This is an optimization exercise on Yosys and OpenROAD, whose aim is small area and a short achievable clock period, not a production implementation. The RTL was checked by simulation tests, not by an equivalence proof against the original design. No activity file was given, so power comes from the tool's default toggle rates.

## v17
==> flow/design.v <==
module dmem_sized #(
    parameter int DEPTH   = 64,
    parameter int LATENCY = 1,
    parameter int AW      = 32
) (
    input  logic          clk,
    input  logic          reset,
    input  logic          req,
    input  logic          we,
    input  logic [1:0]    size,
    input  logic          uns,
    input  logic [AW-1:0] addr,
    input  logic [31:0]   wd,
    output logic [31:0]   rd,
    output logic          stall,
    output logic          done,
    output logic          misalign
);
    localparam int IW = $clog2(DEPTH);
    localparam int NG = 4;                 
    localparam int GW = DEPTH / NG;        
    logic             b1, b2, done_q, pw;
    logic             busy_q;      
    logic             open_q;      
    logic             idle;
    logic             legal;
    logic             accept;
    logic             l_we, l_uns;
    logic [1:0]       l_size;
    logic [1:0]       l_addr;      
    logic [DEPTH-1:0] row;         
    logic [31:0]      l_wd;
    logic [31:0]      rd_q;
    logic [3:0]       keep;
    logic [DEPTH-1:0] row_d;
    logic [DEPTH-1:0] wsel, whld;
    logic [31:0]      mem [0:DEPTH-1];
    logic [31:0]      mem_d [0:DEPTH-1];
    logic [31:0]      rword;
    logic [31:0]      rp_d [0:NG-1];       
    logic [31:0]      rp   [0:NG-1];
    logic [31:0]      ldata;
    logic             unused_addr_hi;
    assign unused_addr_hi = ^addr[AW-1:IW+2];
    assign legal  = (size == 2'b00) | ((size == 2'b01) & ~addr[0]) |
                    ((size == 2'b10) & (addr[1:0] == 2'b00));
    assign idle   = ~b1 & ~b2;
    assign accept = open_q & req & legal;
    assign rd       = rd_q;
    assign done     = done_q;
    assign stall    = busy_q | (open_q & req & legal);
    assign misalign = open_q & req & ~legal;
    always_ff @(posedge clk) begin
        if (reset) begin
            b1     <= 1'b0;
            b2     <= 1'b0;
            done_q <= 1'b0;
            pw     <= 1'b0;
            busy_q <= 1'b0;
            open_q <= 1'b1;
        end else begin
            b1     <= accept;
            b2     <= b1;
            done_q <= b2;
            pw     <= b2 & l_we;
            busy_q <= accept | b1;
            open_q <= ~accept & ~b1 & ~b2;
        end
    end
    always_comb begin
        keep = 4'b0000;
        if (l_we)
            case (l_size)
                2'b00:   keep = 4'b0001 << l_addr[1:0];
                2'b01:   keep = l_addr[1] ? 4'b1100 : 4'b0011;
                default: keep = 4'b1111;
            endcase
    end
    always_ff @(posedge clk) begin
        if (idle) begin
            l_we   <= we;
            l_uns  <= uns;
            l_size <= size;
            l_addr <= addr[1:0];
            row    <= row_d;
            case (size)
                2'b00:   l_wd <= {4{wd[7:0]}};
                2'b01:   l_wd <= {2{wd[15:0]}};
                default: l_wd <= wd;
            endcase
        end else if (b2) begin
            for (int i = 0; i < 4; i++)
                if (!keep[i]) l_wd[8*i +: 8] <= rword[8*i +: 8];
        end
    end
    always_comb
        for (int w = 0; w < DEPTH; w++)
            row_d[w] = (addr[IW+1:2] == IW'(w));
    for (genvar g = 0; g < NG; g++) begin : g_grp
        for (genvar i = 0; i < 32; i++) begin : g_rcol
            logic [GW-1:0] col;
            for (genvar w = 0; w < GW; w++) begin : g_c
                assign col[w] = mem[g*GW+w][i];
            end
            dmem_sized_rcol #(.N(GW)) u_rcol (.d(col), .s(row[g*GW +: GW]), .yn(rp_d[g][i]));
        end
        always_ff @(posedge clk) rp[g] <= rp_d[g];
    end
    always_comb begin
        rword = '1;
        for (int g = 0; g < NG; g++)
            rword = rword & rp[g];
        rword = ~rword;
    end
    always_comb begin
        logic [7:0]  b;
        logic [15:0] h;
        case (l_addr[1:0])
            2'd0:    b = rword[7:0];
            2'd1:    b = rword[15:8];
            2'd2:    b = rword[23:16];
            default: b = rword[31:24];
        endcase
        h = l_addr[1] ? rword[31:16] : rword[15:0];
        case (l_size)
            2'b00:   ldata = l_uns ? {24'd0, b} : {{24{b[7]}}, b};
            2'b01:   ldata = l_uns ? {16'd0, h} : {{16{h[15]}}, h};
            default: ldata = rword;
        endcase
    end
    always_ff @(posedge clk) begin
        if (reset)              rd_q <= 32'd0;
        else if (b2 && !l_we)   rd_q <= ldata;
    end
    assign wsel = row & {DEPTH{pw}};
    assign whld = ~wsel;
    for (genvar w = 0; w < DEPTH; w++) begin : g_word
        for (genvar i = 0; i < 32; i++) begin : g_bit
            dmem_sized_hold u_nx (.q(mem[w][i]), .h(whld[w]), .s(wsel[w]), .d(l_wd[i]),
                                  .y(mem_d[w][i]));
        end
        always_ff @(posedge clk) mem[w] <= mem_d[w];
    end
endmodule
module dmem_sized_hold (
    input  logic q,
    input  logic h,
    input  logic s,
    input  logic d,
    output logic y
);
    assign y = (q & h) | (d & s);
endmodule
module dmem_sized_rcol #(
    parameter int N = 64
) (
    input  logic [N-1:0] d,
    input  logic [N-1:0] s,
    output logic         yn
);
    localparam int G3 = N / 3;             
    localparam int R  = N - 3 * G3;        
    localparam int G  = G3 + (R != 0);     
    localparam int G4 = (G + 3) / 4;       
    logic [G-1:0]  gn;                     
    logic [G4-1:0] t;                      
    for (genvar g = 0; g < G3; g++) begin : g_aoi
        dmem_sized_aoi3 u_aoi (.a(d[3*g]), .sa(s[3*g]), .b(d[3*g+1]), .sb(s[3*g+1]),
                               .c(d[3*g+2]), .sc(s[3*g+2]), .y(gn[g]));
    end
    if (R == 1) begin : g_r1
        dmem_sized_nand #(.N(2)) u_r (.a({d[N-1], s[N-1]}), .y(gn[G3]));
    end else if (R == 2) begin : g_r2
        assign gn[G3] = ~((d[N-2] & s[N-2]) | (d[N-1] & s[N-1]));
    end
    for (genvar k = 0; k < G4; k++) begin : g_nand
        localparam int K = (G - 4 * k < 4) ? G - 4 * k : 4;
        dmem_sized_nand #(.N(K)) u_n (.a(gn[4*k +: K]), .y(t[k]));
    end
    dmem_sized_nor #(.N(G4)) u_y (.a(t), .y(yn));
endmodule
module dmem_sized_aoi3 (
    input  logic a,
    input  logic sa,
    input  logic b,
    input  logic sb,
    input  logic c,
    input  logic sc,
    output logic y
);
    assign y = ~((a & sa) | (b & sb) | (c & sc));
endmodule
module dmem_sized_nand #(
    parameter int N = 2
) (
    input  logic [N-1:0] a,
    output logic         y
);
    assign y = ~&a;
endmodule
module dmem_sized_nor #(
    parameter int N = 2
) (
    input  logic [N-1:0] a,
    output logic         y
);
    assign y = ~|a;
endmodule
clock: 4.5 ns
lec_check: 0
cap_margin: 20
core_margin: 2
core_utilization: 55
cts_cluster_diameter: 60
cts_cluster_size: 24
setup_slack_margin: 2.2
slew_margin: 20
synth_hierarchical: 1
standard.sh (not shown) runs the stock make flow with config.mk's settings and CLKGATE_MAP_FILE= SYNTH_SCRIPT=/design/flow/synth_recipe.tcl, a recipe that flattens the netlist after the stock synthesis.
==> flow/flow/run.sh <==
#!/bin/bash
# The standard layout (standard.sh), except that the input and output ports are
# buffered with a plain buffer: left to itself, buffer_ports picks a delay cell
# (clkdlybuf4s50_1) on this platform, which puts about 0.5 ns on every port path.
set -euo pipefail
export BUFFER_PORTS_ARGS="-buffer_cell sky130_fd_sc_hd__buf_2"
bash standard.sh > standard.log 2>&1
v17 ended with every stage complete and zero timing, DRC or antenna violations.
Here is what was changed in the inputs of v36 compared with v17.
--- a/flow/design.v
+++ b/flow/design.v
@@ -34,25 +34,26 @@
     logic [3:0]       keep;
     logic [DEPTH-1:0] row_d;
     logic [DEPTH-1:0] wsel, whld;
     logic [31:0]      mem [0:DEPTH-1];
     logic [31:0]      mem_d [0:DEPTH-1];
     logic [31:0]      rword;
+    logic [31:0]      wrep;                
     logic [31:0]      rp_d [0:NG-1];       
     logic [31:0]      rp   [0:NG-1];
     logic [31:0]      ldata;
     logic             unused_addr_hi;
     assign unused_addr_hi = ^addr[AW-1:IW+2];
     assign legal  = (size == 2'b00) | ((size == 2'b01) & ~addr[0]) |
                     ((size == 2'b10) & (addr[1:0] == 2'b00));
     assign idle   = ~b1 & ~b2;
     assign accept = open_q & req & legal;
     assign rd       = rd_q;
     assign done     = done_q;
-    assign stall    = busy_q | (open_q & req & legal);
-    assign misalign = open_q & req & ~legal;
+    dmem_sized_outs u_outs (.req(req), .size(size), .a(addr[1:0]), .open_q(open_q),
+                            .busy_q(busy_q), .stall(stall), .misalign(misalign));
     always_ff @(posedge clk) begin
         if (reset) begin
             b1     <= 1'b0;
             b2     <= 1'b0;
             done_q <= 1'b0;
             pw     <= 1'b0;
@@ -73,29 +74,37 @@
             case (l_size)
                 2'b00:   keep = 4'b0001 << l_addr[1:0];
                 2'b01:   keep = l_addr[1] ? 4'b1100 : 4'b0011;
                 default: keep = 4'b1111;
             endcase
     end
+    always_comb
+        case (l_size)
+            2'b00:   wrep = {4{l_wd[7:0]}};
+            2'b01:   wrep = {2{l_wd[15:0]}};
+            default: wrep = l_wd;
+        endcase
     always_ff @(posedge clk) begin
         if (idle) begin
             l_we   <= we;
             l_uns  <= uns;
             l_size <= size;
             l_addr <= addr[1:0];
-            row    <= row_d;
-            case (size)
-                2'b00:   l_wd <= {4{wd[7:0]}};
-                2'b01:   l_wd <= {2{wd[15:0]}};
-                default: l_wd <= wd;
-            endcase
+            l_wd   <= wd;
         end else if (b2) begin
             for (int i = 0; i < 4; i++)
-                if (!keep[i]) l_wd[8*i +: 8] <= rword[8*i +: 8];
-        end
-    end
+                l_wd[8*i +: 8] <= keep[i] ? wrep[8*i +: 8] : rword[8*i +: 8];
+        end
+    end
+    logic [DEPTH-1:0] row_n;
+    logic             busy_c;
+    assign busy_c = ~idle;
+    for (genvar w = 0; w < DEPTH; w++) begin : g_row
+        dmem_sized_hold u_rh (.q(row[w]), .h(busy_c), .s(idle), .d(row_d[w]), .y(row_n[w]));
+    end
+    always_ff @(posedge clk) row <= row_n;
     always_comb
         for (int w = 0; w < DEPTH; w++)
             row_d[w] = (addr[IW+1:2] == IW'(w));
     for (genvar g = 0; g < NG; g++) begin : g_grp
         for (genvar i = 0; i < 32; i++) begin : g_rcol
             logic [GW-1:0] col;
@@ -203,6 +212,21 @@
 ) (
     input  logic [N-1:0] a,
     output logic         y
 );
     assign y = ~|a;
 endmodule
+module dmem_sized_outs (
+    input  logic       req,
+    input  logic [1:0] size,
+    input  logic [1:0] a,
+    input  logic       open_q,
+    input  logic       busy_q,
+    output logic       stall,
+    output logic       misalign
+);
+    logic go;
+    assign go       = open_q & req;
+    assign stall    = busy_q | (go & ~size[1] & ~size[0]) | (go & ~size[1] & ~a[0]) |
+                      (go & size[1] & ~size[0] & ~a[1] & ~a[0]);
+    assign misalign = (go & size[1] & (size[0] | a[1] | a[0])) | (go & size[0] & a[0]);
+endmodule
Comparing v36 and v17, clock period minus final worst setup slack is lower on v36. Delta(unique cell type count in the Yosys netlist, v36 - v17) > 0. From v17 to v36 the numbers moved as follows: die area moved up; share of post-route cells with drive strength above 1 moved down; cell area power density moved down; sequential cell count of the final layout level; combinational group share of total power moved down. met1 as the most congested layer reported by global routing was reported by v17, and met2 by v36. Higher synthesized cell count goes to v36 over v17. Number of nets at the end of the flow (v36 over v17): increase, 108.

port drivers added, routing unchanged:
How much do the figures lean on ideal ports? The routed layouts below were timed once more, with nothing changed but the port constraints.
Step 1, drivers: a clkbuf_16 drives clk and a buf_2 each remaining input, both assumed.
Step 2 moves the port delays by t, midway between the first and last clock arrival at a register: inputs arrive t later, outputs are due t later. That takes back most of the time a late clock gives input paths.
a / b / c = ideal / step 1 / step 2; a / b = the first two.
run	t, ns	slack for setup (ns)	worst slew at a driven data input, ns	pins driven straight from the clock port
v17	0.869	1.924 / 1.855 / 1.855	0.28	1
v36	0.885	1.966 / 1.925 / 1.835	0.15	1
After both steps setup and hold are still met in every run listed. The setup slack of v36, which loses most, moves by -0.041 ns with the drivers and by -0.131 ns with both steps.
